This design comes from an exercise in tuning for small area, a short achievable clock period and few clock cycles on the open sky130 flow, not from production work.
The RTL was checked by simulation tests, not by an equivalence proof against the original design.
Power figures rest on the tool's default switching activity, not on a simulated workload.

==> v28 <==
// matrix_mac_top
module matrix_mac_top
#(
  parameter int MATRIX_DIM = 4,
  parameter int ELEM_W     = 16
)
(
  input  logic                                    dca_port_11,
  input  logic                                    dca_port_17,
  input  logic                                    i_start,
  input  logic                                    i_clear,
  input  logic [1:0]                              i_opcode,
  input  logic                                    i_init_acc,
  input  logic [MATRIX_DIM-1:0]                   i_row_mask,
  input  logic [MATRIX_DIM-1:0]                   i_col_mask,
  input  logic [mac_pkg::STEP_W-1:0]              i_steps,
  input  logic [MATRIX_DIM*MATRIX_DIM*ELEM_W-1:0] i_lhs,
  input  logic [MATRIX_DIM*MATRIX_DIM*ELEM_W-1:0] i_rhs,
  output logic                                    o_busy,
  output logic                                    o_step_req,
  output logic                                    o_done,
  output logic [MATRIX_DIM*MATRIX_DIM*ELEM_W-1:0] o_result
);
clock: 8.0 ns
lec_check: 0
cap_margin: 10
core_margin: 2
core_utilization: 40
setup_slack_margin: 2.0
slew_margin: 10
standard.sh (not shown) runs the stock make flow with config.mk's settings and CLKGATE_MAP_FILE= SYNTH_SCRIPT=/design/flow/synth_recipe.tcl, a recipe that flattens the netlist after the stock synthesis.
==> flow/flow/run.sh <==
#!/bin/bash
# Layout flow: the standard flow (standard.sh) with two changes.
#  1. The port buffers are buf_2 cells instead of the clkdlybuf4s50_1 delay
#     cells that buffer_ports picks by default; every port still gets one.
#  2. After the standard synthesis (run unchanged), fa_polarity.py re-chooses
#     the polarity of each full-adder cell (a full adder is self-dual) so that
#     fewer inverters sit between them. Registers and all other cells are kept.
#     simeq.py compares the netlists by random simulation of every register
#     input and output; if they differ, the standard netlist is used as is.
set -euo pipefail
export BUFFER_PORTS_ARGS="-buffer_cell sky130_fd_sc_hd__buf_2"
R=orfs/results/${FLOW_PLATFORM}/matrix_mac_top/base
LIB=${FLOW_HOME}/platforms/${FLOW_PLATFORM}/lib/sky130_fd_sc_hd__tt_025C_1v80.lib

bash standard.sh synth > standard_synth.log 2>&1
cp "$R/1_2_yosys.v" "$R/1_2_yosys_standard.v"
if python3 flow/fa_polarity.py "$R/1_2_yosys_standard.v" polarity.v > fa_polarity.log 2>&1 &&
   python3 flow/simeq.py "$LIB" "$R/1_2_yosys_standard.v" polarity.v > simeq.log 2>&1; then
  cp polarity.v "$R/1_2_yosys.v"
  rm -f "$R/1_synth.odb" "$R/1_synth.sdc"
else
  echo "polarity step not used" >> fa_polarity.log
fi
bash standard.sh > standard_flow.log 2>&1
Other scripts of this flow, unchanged in this note and not shown: flow/flow/fa_polarity.py, flow/flow/simeq.py
==> v18: changes against v28 <==
CORE_UTILIZATION = 45   (was 40)
==> v16: changes against v28 <==
CAP_MARGIN = 20   (was 10)
SLEW_MARGIN = 20   (was 10)
==> impl_metrics.ini <==
[run_status]
status = no timing/DRC/antenna violations

[routing]
detail_route.wl_per_cell_um = 30.9
wl_met3_um = 31700

[global_route]
global_route_wire_length_before_repair_um = 497000

[finish]
area_delta_synth_final_pct = 12.4
layout_cell_area_excl_fill_mm2 = 0.0885

[clock_network]
clkTransAtPathRegs_ps = 60
tritoncts.num_buffers = 56
-- figures above: v18

==> impl_metrics.ini <==
[finish]
layout_cell_area_excl_fill_mm2 = 0.0893
area_delta_synth_final_pct = 13.3

[clock_network]
clkTransAtPathRegs_ps = 70

[routing]
wl_met3_um = 29600
detail_route.wl_per_cell_um = 31.4

[global_route]
global_route_wire_length_before_repair_um = 509000

[run_status]
status = no timing/DRC/antenna violations
-- figures above: v28

==> impl_metrics.ini <==
[run_status]
status = no timing/DRC/antenna violations

[clock_network]
clkTransAtPathRegs_ps = 60
tritoncts.num_buffers = 57

[routing]
wl_met3_um = 29500
detail_route.wl_per_cell_um = 31.2

[finish]
area_delta_synth_final_pct = 12.6
layout_cell_area_excl_fill_mm2 = 0.0888
layout.sequential_cells = 362

[placed_design]
portBuffers = 789

[global_route]
global_route_wire_length_before_repair_um = 508000
-- figures above: v16

Testbench counts of v28, summed over its fixed seeds: cycles 7,501.
Testbench counts of v18, summed over its fixed seeds: cycles 7,501.
Testbench counts of v16, summed over its fixed seeds: cycles 7,501.

--- another note on this design; it stands on its own ---

==> inputs of job 9044 <==
==> flow/design.v (excerpt) <==
module matrix_mac_top
#(
  parameter int MATRIX_DIM = 4,
  parameter int ELEM_W     = 16
)
(
  input  logic                                    dca_port_11,
  input  logic                                    dca_port_17,
  input  logic                                    i_start,
  input  logic                                    i_clear,
  input  logic [1:0]                              i_opcode,
  input  logic                                    i_init_acc,
  input  logic [MATRIX_DIM-1:0]                   i_row_mask,
  input  logic [MATRIX_DIM-1:0]                   i_col_mask,
  input  logic [mac_pkg::STEP_W-1:0]              i_steps,
  input  logic [MATRIX_DIM*MATRIX_DIM*ELEM_W-1:0] i_lhs,
  input  logic [MATRIX_DIM*MATRIX_DIM*ELEM_W-1:0] i_rhs,
  output logic                                    o_busy,
  output logic                                    o_step_req,
  output logic                                    o_done,
  output logic [MATRIX_DIM*MATRIX_DIM*ELEM_W-1:0] o_result
);
clock: 8.0 ns
lec_check: 0
cap_margin: 20
core_margin: 2
core_utilization: 40
setup_slack_margin: 1.5
slew_margin: 20
run.sh (not shown) runs the stock make flow with config.mk's settings and CLKGATE_MAP_FILE= SYNTH_SCRIPT=/design/flow/synth_recipe.tcl, a recipe that flattens the netlist after the stock synthesis.
==> job 8100: changes against job 9044 <==
==> flow/flow/run.sh (new file) <==
#!/bin/bash
# Layout: the standard flow (standard.sh, unchanged synthesis), except that
# the port buffers are buf_2 cells instead of the clkdlybuf4s50_1 delay cells
# that buffer_ports picks by default. Every port still gets its buffer.
set -euo pipefail
export BUFFER_PORTS_ARGS="-buffer_cell sky130_fd_sc_hd__buf_2"
bash standard.sh > standard_flow.log 2>&1
==> flow/standard.sh (new file) <==
#!/bin/bash
# synth_recipe.tcl (not shown) runs the flow's synth.tcl, then flattens the netlist and writes it again
# the make line also repeats each setting of config.mk as NAME=value (left out here)
make -C /OpenROAD-flow-scripts/flow DESIGN_CONFIG=/design/flow/config.mk WORK_HOME=/design/flow/orfs CLKGATE_MAP_FILE= SYNTH_SCRIPT=/design/flow/synth_recipe.tcl "${@:-finish}"
ABC_AREA = 1   (was not set)
removed: flow/run.sh
==> qor summary <==
| metric | job 8100 | job 9044 |
|---|---|---|
| Result of the run | complete, no violations | complete, no violations |
| Startpoint-to-endpoint class of the critical path | reg2reg | in2reg |
| Number of ordinary inverters in the final layout | 2247 | 1264 |
| Sequential-to-total area share from yosys stat | 0.0856 | 0.0879 |
| Fin crit period | 6.49 ns | 6.58 ns |
| Number of filler instances in the final layout | 20800 | 19100 |
| Max Fclk | 154 MHz | 152 MHz |
| Number of nets in the finished design | 14900 | 12700 |
| Synthesized-area fraction occupied by ao, oa, aoi and oai cells | 0.0784 | 0.108 |
| Post-Syn Area | 0.0825 mm2 | 0.0803 mm2 |
| Count leader, synth | sky130_fd_sc_hd__nand2_1 | sky130_fd_sc_hd__fa_1 |
| Worst-skew pair later-pin latency | 0.74 ns | 0.72 ns |
| Leakage power | 50.9 nW | 45.9 nW |
| Gates resized, CTS repair | 226 | 326 |
| R2R Setup Slk | 1.51 ns | 1.49 ns |
| Rel. slew slack | 0.152 | 0.208 |
| Detailed-route wire length | 418000 um | 384000 um |
| Total area of multi-input combinational cells | 0.0682 mm2 | 0.0689 mm2 |
| Cells on worst reg2reg path | 27 | 20 |
| Placed instance count | 14800 | 12600 |
| Crit share post-route | 0.811 | 0.822 |
| Repair and plain buffers | 1355 | 1505 |
| Gate power share | 0.701 | 0.737 |
Testbench counts of job 9044, summed over its fixed seeds: cycles 7,501.
Testbench counts of job 8100, summed over its fixed seeds: cycles 7,501.

## separate check: timing with driven ports
No port has a modelled driver above. Below, the same layouts with a new extraction and two added sets of constraints.
Step 1: set_driving_cell puts a clkbuf_16 on dca_port_11 and a buf_2 on each other input, an assumption about the parent block.
Step 2 times the ports against the registers' clock, not the clock port: input delays grow and output delays shrink by t, the midpoint of the rising clock arrivals with the driver on.
Slacks: ideal / step 1 / step 2; pairs: ideal / step 1.
run | t (ns) | setup WS [ns] | worst hold slack (ns) | worst setup path after step 2
v28 | 0.812 | 2.000 / 2.000 / 1.256 | 0.523 / 0.523 / 0.523 | input to register
v18 | 0.837 | 2.025 / 2.025 / 1.250 | 0.517 / 0.517 / 0.517 | input to register
v16 | 0.805 | 2.033 / 2.033 / 1.263 | 0.530 / 0.530 / 0.530 | input to register
job 9044 | 0.799 | 1.421 / 1.393 / 0.593 | 0.509 / 0.509 / 0.509 | input to register
job 8100 | 0.821 | 1.511 / 1.511 / 0.779 | 0.436 / 0.436 / 0.436 | input to register
After both steps every run listed still meets setup and hold. For job 9044, which loses most, drivers alone change the setup slack by -0.028 ns; drivers and shift together by -0.828 ns.
